This design comes from an exercise in tuning for small area and a short achievable clock period on the open sky130 flow, not from production work. The RTL was checked by simulation tests, not by an equivalence proof against the original design. Power and IR drop assume default switching activity.

==> job 1883 <==
==> flow/design.v <==
module shared_ram_arbiter #(
    parameter int WIDTH      = 12,
    parameter int DEPTH      = 256,
    parameter int ADDR_WIDTH = $clog2(DEPTH),
    parameter int N_PORTS    = 4
) (
    input  logic                          clk,
    input  logic                          rst,
    input  logic [N_PORTS-1:0]            req,
    input  logic [N_PORTS-1:0]            wrEn,
    input  logic [N_PORTS*ADDR_WIDTH-1:0] addr,
    input  logic [N_PORTS*WIDTH-1:0]      dataIn,
    input  logic                          clrStart,
    output logic [N_PORTS-1:0]            grant,
    output logic [N_PORTS-1:0]            rdValid,
    output logic [WIDTH-1:0]              dataOut,
    output logic                          clrBusy
);
    localparam int LO_W = ADDR_WIDTH / 2;
    localparam int HI_W = ADDR_WIDTH - LO_W;
    localparam int LO_N = 1 << LO_W;
    localparam int HI_N = 1 << HI_W;
    logic                   clr_busy_q;
    logic [ADDR_WIDTH-1:0]  cnt_q;
    logic [N_PORTS-1:0]     rd_valid_q;
    logic [WIDTH-1:0]       data_out_q;
    logic [DEPTH*WIDTH-1:0] mem_q;
    logic [N_PORTS-1:0] before_q [N_PORTS];
    logic [N_PORTS-1:0] ahead    [N_PORTS];
    logic [N_PORTS-1:0] pick_g, pick, gw;
    logic               idle_ok;
    always_comb begin
        for (int i = 0; i < N_PORTS; i++)
            for (int j = 0; j < N_PORTS; j++)
                ahead[i][j] = (i < j) ? before_q[i][j] :
                              (i > j) ? !before_q[j][i] : 1'b0;
    end
    for (genvar i = 0; i < N_PORTS; i++) begin : g_pick
        shared_ram_arbiter_pick #(.N(N_PORTS)) u_g (
            .req_i (req[i]), .req (req), .ahead (ahead[i]), .y (pick_g[i]));
        shared_ram_arbiter_pick #(.N(N_PORTS)) u_s (
            .req_i (req[i]), .req (req), .ahead (ahead[i]), .y (pick[i]));
    end
    assign idle_ok = !clr_busy_q && !clrStart && !rst;
    assign grant   = pick_g & {N_PORTS{idle_ok}};
    assign gw      = pick & wrEn & {N_PORTS{idle_ok}};
    logic [N_PORTS-1:0] p_lo [LO_N];    
    logic [N_PORTS-1:0] p_hi [HI_N];
    always_comb begin
        for (int p = 0; p < N_PORTS; p++) begin
            for (int l = 0; l < LO_N; l++)
                p_lo[l][p] = addr[p*ADDR_WIDTH +: LO_W] == LO_W'(l);
            for (int h = 0; h < HI_N; h++)
                p_hi[h][p] = addr[p*ADDR_WIDTH + LO_W +: HI_W] == HI_W'(h);
        end
    end
    logic [LO_N-1:0]  r_lo, w_lo, ww_lo;
    logic [HI_N-1:0]  r_hi, w_hi, ww_hi;
    for (genvar l = 0; l < LO_N; l++) begin : g_lo
        shared_ram_arbiter_ao4 u_r (.d(p_lo[l]), .s(pick), .y(r_lo[l]));
        shared_ram_arbiter_ao4 u_w (.d(p_lo[l]), .s(gw),   .y(ww_lo[l]));
        assign w_lo[l] = ww_lo[l] | (clr_busy_q && cnt_q[LO_W-1:0] == LO_W'(l));
    end
    for (genvar h = 0; h < HI_N; h++) begin : g_hi
        shared_ram_arbiter_ao4 u_r (.d(p_hi[h]), .s(pick), .y(r_hi[h]));
        shared_ram_arbiter_ao4 u_w (.d(p_hi[h]), .s(gw),   .y(ww_hi[h]));
        assign w_hi[h] = ww_hi[h] | (clr_busy_q && cnt_q[ADDR_WIDTH-1:LO_W] == HI_W'(h));
    end
    logic [WIDTH-1:0] w_data;
    logic             rd_go;
    always_comb begin
        w_data = '0;
        rd_go  = 1'b0;
        for (int p = 0; p < N_PORTS; p++) begin
            w_data = w_data | (dataIn[p*WIDTH +: WIDTH] & {WIDTH{pick[p]}});
            rd_go  = rd_go  | (grant[p] & !wrEn[p]);
        end
        if (clr_busy_q) w_data = '0;
    end
    logic [WIDTH-1:0] data_out_d;
    for (genvar b = 0; b < WIDTH; b++) begin : g_rd
        logic [DEPTH-1:0] col;
        for (genvar k = 0; k < DEPTH; k++) begin : g_col
            assign col[k] = mem_q[k*WIDTH + b];
        end
        shared_ram_arbiter_rdsel u_sel (
            .d     (col),
            .lo    (r_lo),
            .hi_rd (r_hi & {HI_N{rd_go}}),
            .rd_n  (!rd_go),
            .hold  (data_out_q[b]),
            .q     (data_out_d[b])
        );
    end
    always_ff @(posedge clk or posedge rst) begin
        if (rst) begin
            for (int i = 0; i < N_PORTS; i++) before_q[i] <= '0;
            clr_busy_q <= 1'b0;
            cnt_q      <= '0;
            rd_valid_q <= '0;
            data_out_q <= '0;
        end else begin
            for (int g = 0; g < N_PORTS; g++)
                if (grant[g])
                    for (int i = 0; i < N_PORTS; i++)
                        for (int j = i + 1; j < N_PORTS; j++)
                            before_q[i][j] <= ((j - g - 1 + N_PORTS) % N_PORTS) <
                                              ((i - g - 1 + N_PORTS) % N_PORTS);
            if (clr_busy_q) begin
                cnt_q <= cnt_q + ADDR_WIDTH'(1);
                if (cnt_q == ADDR_WIDTH'(DEPTH - 1)) clr_busy_q <= 1'b0;
            end else if (clrStart) begin
                clr_busy_q <= 1'b1;
                cnt_q      <= '0;
            end
            rd_valid_q <= grant & ~wrEn;
            data_out_q <= data_out_d;
        end
    end
    logic [DEPTH-1:0]       we, we_n;
    logic [DEPTH*WIDTH-1:0] mem_d;
    for (genvar k = 0; k < DEPTH; k++) begin : g_word
        assign we[k]   = w_lo[k % LO_N] & w_hi[k / LO_N];
        assign we_n[k] = ~(w_lo[k % LO_N] & w_hi[k / LO_N]);
        shared_ram_arbiter_wrsel #(.WIDTH(WIDTH)) u_wr (
            .q    (mem_q[k*WIDTH +: WIDTH]),
            .wd   (w_data),
            .we   (we[k]),
            .we_n (we_n[k]),
            .d    (mem_d[k*WIDTH +: WIDTH])
        );
    end
    always_ff @(posedge clk) begin
        mem_q <= mem_d;
    end
    assign rdValid = rd_valid_q;
    assign dataOut = data_out_q;
    assign clrBusy = clr_busy_q;
endmodule
module shared_ram_arbiter_rdsel (
    input  logic [255:0] d,
    input  logic [15:0]  lo,
    input  logic [15:0]  hi_rd,
    input  logic         rd_n,
    input  logic         hold,
    output logic         q
);
    logic [63:0]  a2;    
    logic [31:0]  a3;    
    logic [15:0]  g;     
    logic [7:0]   b1;    
    logic [3:0]   b2;    
    logic [1:0]   b3;    
    logic         hk;    
    for (genvar i = 0; i < 64; i++) begin : g_a2
        shared_ram_arbiter_ao4 u (.d(d[4*i +: 4]), .s(lo[(4*i) % 16 +: 4]), .y(a2[i]));
    end
    for (genvar i = 0; i < 32; i++) begin : g_a3
        shared_ram_arbiter_nor2 u (.a(a2[2*i]), .b(a2[2*i+1]), .y(a3[i]));
    end
    for (genvar i = 0; i < 16; i++) begin : g_g
        shared_ram_arbiter_nand2 u (.a(a3[2*i]), .b(a3[2*i+1]), .y(g[i]));
    end
    for (genvar i = 0; i < 8; i++) begin : g_b1
        shared_ram_arbiter_aoi22 u (.a0(g[2*i]), .s0(hi_rd[2*i]),
                                    .a1(g[2*i+1]), .s1(hi_rd[2*i+1]), .y(b1[i]));
    end
    for (genvar i = 0; i < 4; i++) begin : g_b2
        shared_ram_arbiter_nand2 u (.a(b1[2*i]), .b(b1[2*i+1]), .y(b2[i]));
    end
    for (genvar i = 0; i < 2; i++) begin : g_b3
        shared_ram_arbiter_nor2 u (.a(b2[2*i]), .b(b2[2*i+1]), .y(b3[i]));
    end
    shared_ram_arbiter_nand2 u_hk (.a(hold), .b(rd_n), .y(hk));
    shared_ram_arbiter_nand3 u_q (.a(b3[0]), .b(b3[1]), .c(hk), .y(q));
endmodule
module shared_ram_arbiter_pick #(
    parameter int N = 4
) (
    input  logic         req_i,
    input  logic [N-1:0] req,
    input  logic [N-1:0] ahead,
    output logic         y
);
    assign y = req_i & ~|(req & ahead);
endmodule
module shared_ram_arbiter_ao4 (
    input  logic [3:0] d,
    input  logic [3:0] s,
    output logic       y
);
    assign y = |(d & s);
endmodule
module shared_ram_arbiter_aoi22 (
    input  logic a0, s0, a1, s1,
    output logic y
);
    assign y = ~((a0 & s0) | (a1 & s1));
endmodule
module shared_ram_arbiter_nand2 (
    input  logic a, b,
    output logic y
);
    assign y = ~(a & b);
endmodule
module shared_ram_arbiter_nor2 (
    input  logic a, b,
    output logic y
);
    assign y = ~(a | b);
endmodule
module shared_ram_arbiter_nand3 (
    input  logic a, b, c,
    output logic y
);
    assign y = ~(a & b & c);
endmodule
module shared_ram_arbiter_wrsel #(
    parameter int WIDTH = 12
) (
    input  logic [WIDTH-1:0] q,
    input  logic [WIDTH-1:0] wd,
    input  logic             we,
    input  logic             we_n,
    output logic [WIDTH-1:0] d
);
    assign d = (q & {WIDTH{we_n}}) | (wd & {WIDTH{we}});
endmodule
==> flow/flow/run.sh <==
#!/bin/bash
set -euo pipefail
bash standard.sh \
  'BUFFER_PORTS_ARGS=-buffer_cell sky130_fd_sc_hd__buf_2' \
  'CTS_ARGS=-sink_clustering_enable -repair_clock_nets -dont_use_dummy_load -buf_list sky130_fd_sc_hd__clkbuf_8' \
  finish > flow_make.log 2>&1
==> flow/standard.sh <==
#!/bin/bash
# synth_recipe.tcl (not shown) runs the flow's synth.tcl, then flattens the netlist and writes it again
# the make line also repeats each setting of config.mk as NAME=value (left out here)
make -C /OpenROAD-flow-scripts/flow DESIGN_CONFIG=/design/flow/config.mk WORK_HOME=/design/flow/orfs CLKGATE_MAP_FILE= SYNTH_SCRIPT=/design/flow/synth_recipe.tcl "${@:-finish}"
==> flow/config.mk <==
export PLATFORM = sky130hd
export DESIGN_NAME = shared_ram_arbiter
export DESIGN_NICKNAME = shared_ram_arbiter
export VERILOG_FILES = /design/flow/design.v
export SDC_FILE = /design/flow/constraint.sdc
export NUM_CORES = 4
export LEC_CHECK = 0
export CAP_MARGIN = 20
export CORE_MARGIN = 2
export CORE_UTILIZATION = 50
export SETUP_SLACK_MARGIN = 3.0
export SLEW_MARGIN = 20
export SYNTH_HIERARCHICAL = 1
==> flow/constraint.sdc <==
create_clock -name core_clock -period 7.0 [get_ports {clk}]
set_input_delay 1.4000 -clock core_clock [delete_from_list [all_inputs] [get_ports {clk}]]
set_output_delay 1.4000 -clock core_clock [all_outputs]
set_load 0.01 [all_outputs]
==> job 7662: changes against job 1883 <==
--- a/flow/design.v
+++ b/flow/design.v
@@ -119,7 +119,4 @@
     end
-    logic [DEPTH-1:0]       we, we_n;
     logic [DEPTH*WIDTH-1:0] mem_d;
     for (genvar k = 0; k < DEPTH; k++) begin : g_word
-        assign we[k]   = w_lo[k % LO_N] & w_hi[k / LO_N];
-        assign we_n[k] = ~(w_lo[k % LO_N] & w_hi[k / LO_N]);
         shared_ram_arbiter_wrsel #(.WIDTH(WIDTH)) u_wr (
@@ -127,4 +124,6 @@
             .wd   (w_data),
-            .we   (we[k]),
-            .we_n (we_n[k]),
+            .lo_a (w_lo[k % LO_N]),
+            .hi_a (w_hi[k / LO_N]),
+            .lo_b (w_lo[k % LO_N]),
+            .hi_b (w_hi[k / LO_N]),
             .d    (mem_d[k*WIDTH +: WIDTH])
@@ -222,6 +221,11 @@
     input  logic [WIDTH-1:0] wd,
-    input  logic             we,
-    input  logic             we_n,
+    input  logic             lo_a,
+    input  logic             hi_a,
+    input  logic             lo_b,
+    input  logic             hi_b,
     output logic [WIDTH-1:0] d
 );
+    logic we, we_n;
+    assign we   = lo_a & hi_a;
+    assign we_n = ~(lo_b & hi_b);
     assign d = (q & {WIDTH{we_n}}) | (wd & {WIDTH{we}});
--- a/flow/config.mk
+++ b/flow/config.mk
@@ -9,3 +9,3 @@
 export CORE_MARGIN = 2
-export CORE_UTILIZATION = 50
+export CORE_UTILIZATION = 60
 export SETUP_SLACK_MARGIN = 3.0
==> comparison table <==
|  | job 1883 | job 7662 |
|---|---|---|
| Run status | timing/DRC/antenna clean | timing/DRC/antenna clean |
| Dpl cells | 13,806 | 13,245 |
| Post-synthesis area per instance | 10.94 sq um | 11.09 sq um |
| Tapcells inserted | 3,167 | 2,656 |
| Core area | 238,300 sq um | 199,700 sq um |
| Critical path launch point | req[2] | req[0] |
| HPWL reported at the end of detailed placement | 273.3 mm | 244.9 mm |
| Via count of the routed design | 100,670 | 99,359 |
| Number of global-route vias before repair | 95,983 | 93,388 |
| Post-synthesis cell area | 120,000 sq um | 120,400 sq um |
| Clock buffer count | 539 | 494 |
| Combinational cell power | 0.00373 W | 0.00327 W |
| VDD IR max | 0.0001709 V | 0.0002424 V |
| FP Rows | 179 | 164 |
| Fraction of the core area covered by cells at the end of the flow | 54.97% | 64.73% |
| Area of the multi-input gates | 53,950 sq um | 53,500 sq um |
| Sequential-cell power consumption | 0.0179 W | 0.0181 W |
| Share of synthesized area spent on multiplexers | 0.008341% | 0.008313% |
| Post CTS Setup Buffer Count | 53 | 29 |
| Adder and majority gate portion of the synthesized area | 0.04170% | 0.04156% |

## re-timing with driven ports
How much do the figures lean on ideal ports? The routed layouts below were timed once more, with nothing changed but the port constraints.
Step 1: set_driving_cell puts a clkbuf_16 on clk and a buf_2 on each other input, an assumption about the parent block.
Step 2 times the ports against the registers' clock, not the clock port: input delays grow and output delays shrink by t, the midpoint of the rising clock arrivals with the driver on.
Slacks: ideal ports / drivers / drivers and shift; pairs: ideal ports / drivers.
| run | shift t [ns] | slack for setup (ns) | worst setup path after step 2 | worst data-port slew with drivers (ns) | cell pins on the clock port's net |
|---|---|---|---|---|---|
| job 1883 | 1.153 | 2.727 / 2.780 / 1.627 | input to register | 0.09 | 1 |
| job 7662 | 1.225 | 2.734 / 2.816 / 1.590 | input to register | 0.35 | 1 |
After both steps setup and hold are still met in every run listed. For job 7662, which loses most, drivers alone change the setup slack by +0.082 ns; drivers and shift together by -1.144 ns.
